Source: an optimization exercise on an open RTL-to-GDS flow (aim: small area and a short achievable clock period). Production flows keep margins and buffers that such runs may drop. Where RTL was checked, it was by simulation tests only, not by an equivalence proof against the original. Power and IR drop assume default switching activity.

==> flow/design.v (excerpt) <==
module fano_decoder (
    input  logic       clk,
    input  logic       nlocal_rst,
    input  logic       i_vld,
    input  logic [1:0] i_branch,
    output logic       o_vld,
    output logic       o_dec_sym
);
==> flow/config.mk <==
export PLATFORM = sky130hd
export DESIGN_NAME = fano_decoder
export DESIGN_NICKNAME = fano_decoder
export VERILOG_FILES = /design/flow/design.v
export SDC_FILE = /design/flow/constraint.sdc
export NUM_CORES = 4
export LEC_CHECK = 0
export CAP_MARGIN = 20
export CORE_MARGIN = 2
export CORE_UTILIZATION = 40
export SETUP_SLACK_MARGIN = 4.0
export SLEW_MARGIN = 20
==> flow/constraint.sdc <==
create_clock -name core_clock -period 7.0 [get_ports {clk}]
set_input_delay 1.4000 -clock core_clock [delete_from_list [all_inputs] [get_ports {clk}]]
set_output_delay 1.4000 -clock core_clock [all_outputs]
set_load 0.01 [all_outputs]
run.sh (not shown) runs the stock make flow with config.mk's settings and CLKGATE_MAP_FILE= SYNTH_SCRIPT=/design/flow/synth_recipe.tcl, a recipe that flattens the netlist after the stock synthesis.
Then changed:
--- a/flow/config.mk
+++ b/flow/config.mk
@@ -10,3 +10,3 @@
 export CORE_UTILIZATION = 40
-export SETUP_SLACK_MARGIN = 4.0
+export SETUP_SLACK_MARGIN = 4.5
 export SLEW_MARGIN = 20
Worst setup slack gains 0.17 ns; combinational power rises by 33%; final cell count is higher by 3.0%; sequential power barely changes; register-to-register slack improved by 0.17 ns.
Function was not checked in any run of this note: the RTL went through the layout flow alone.

== the reference run ==
Another version of the RTL of fano_decoder (not shown whole).
Size: about 2100 cells after synthesis, roughly 320 flip-flops, roughly 7 I/O pins, about 18000 sq um of cells after synthesis.
make LEC_CHECK=0 CAP_MARGIN=20 CORE_MARGIN=2 CORE_UTILIZATION=40 CTS_BUF_LIST=sky130_fd_sc_hd__clkbuf_16 CTS_CLUSTER_DIAMETER=100 CTS_CLUSTER_SIZE=20 SETUP_SLACK_MARGIN=4.5 SLEW_MARGIN=20 TNS_END_PERCENT=20 finish   # period 7.0 ns
Here is what was changed in the inputs of the trial run compared with the reference run.
- TNS_END_PERCENT: 20 -> unset
- PLACE_DENSITY: unset -> 0.7
## What came out
| critical path depth | the trial run vs the reference run | 9 higher |. The trial run: post-detailed-route via-to-cell ratio higher than the reference run. Setup WNS the reference run -> the trial run: better. Run comparison: the trial run highest metal layer with signal wires met5; the reference run highest metal layer with signal wires met4. The trial run does better than the reference run on routed wire length. Going from the reference run to the trial run, the clock-cell share of area was found to have gone up by 0.16 points. Any difference in maximum buffer depth of the clock tree between the trial run and the reference run is small enough to ignore. The trial run ended with less number of non-clock buffers than the reference run. The reference run -> the trial run: count of sequential standard cells delta 0, exact match. Between the reference run and the trial run, the flow reports global-route wire length before repair decreasing by a few percent.

Setup of rev 12:
fano_decoder, a different RTL version from the one above (not shown whole).
For scale: ~330 flip-flops, ~7 I/O pins, roughly 0.018 sq mm of cells after synthesis.
Design fano_decoder, start of the top module:
module fano_decoder (
    input  logic       clk,
    input  logic       nlocal_rst,
    input  logic       i_vld,
    input  logic [1:0] i_branch,
    output logic       o_vld,
    output logic       o_dec_sym
);
Settings: LEC_CHECK=0, CAP_MARGIN=20, CORE_MARGIN=2, CORE_UTILIZATION=40, CTS_BUF_LIST=sky130_fd_sc_hd__clkbuf_16, CTS_CLUSTER_DIAMETER=100, CTS_CLUSTER_SIZE=20, SETUP_SLACK_MARGIN=4.5, SLEW_MARGIN=20; clock period 7.0 ns.
diff inputs: rev 12 => rev 13
# rev 12
export LEC_CHECK = 0
export CAP_MARGIN = 20
export CORE_MARGIN = 2
export CORE_UTILIZATION = 40
export CTS_BUF_LIST = sky130_fd_sc_hd__clkbuf_16
export CTS_CLUSTER_DIAMETER = 100
export CTS_CLUSTER_SIZE = 20
export SETUP_SLACK_MARGIN = 4.5
export SLEW_MARGIN = 20
create_clock -name core_clock -period 7.0 [get_ports {clk}]
# rev 13
export LEC_CHECK = 0
export CAP_MARGIN = 20
export CORE_MARGIN = 2
export CORE_UTILIZATION = 40
export CTS_BUF_LIST = sky130_fd_sc_hd__clkbuf_16
export CTS_CLUSTER_DIAMETER = 100
export CTS_CLUSTER_SIZE = 20
export SETUP_SLACK_MARGIN = 4.3
export SLEW_MARGIN = 20
create_clock -name core_clock -period 7.0 [get_ports {clk}]
==> results.txt <==
Relative to rev 12, the fraction of area in multi-input gates of rev 13 is higher by 0.49 points. Routed via count divided by cell count of rev 13 is on par with rev 12. Rev 12 → rev 13: post-CTS setup buffer count now smaller, post-cts resize count now smaller. Higher setup slack goes to rev 12 over rev 13. Fraction of power consumed by sequential logic (rev 13 over rev 12): increase, 0.7 points.

static timing again, ports no longer ideal:
How much do the figures lean on ideal ports? The routed layouts below were timed once more, with nothing changed but the port constraints.
Step 1 sets driving cells, clkbuf_16 on the clock port and buf_2 on the other inputs (assumed; they add their load-dependent delay and slew).
Step 2 also shifts input and output timing later by t, the mid clock arrival at the registers, as if the neighbouring blocks saw the same clock.
Slacks: ideal ports / drivers / drivers and shift; pairs: ideal ports / drivers.
run | t, ns | setup slack, ns | latest minus earliest clock arrival (ns) | worst slew at a driven data input, ns
the first run of note 1 | 0.616 | 4.036 / 3.854 / 3.238 | 0.021 / 0.020 | 0.29
the second run of note 1 | 0.632 | 4.205 / 4.076 / 3.444 | 0.016 / 0.016 | 0.33
the reference run | 0.609 | 4.437 / 4.376 / 3.778 | 0.025 / 0.025 | 0.25
the trial run | 0.598 | 4.464 / 4.423 / 3.825 | 0.038 / 0.038 | 0.16
rev 12 | 0.611 | 4.511 / 4.464 / 3.904 | 0.032 / 0.032 | 0.13
rev 13 | 0.601 | 4.356 / 4.299 / 3.901 | 0.034 / 0.035 | 0.07
After both steps every run listed still meets setup and hold. For the first run of note 1, which loses most, drivers alone change the setup slack by -0.182 ns; drivers and shift together by -0.798 ns.
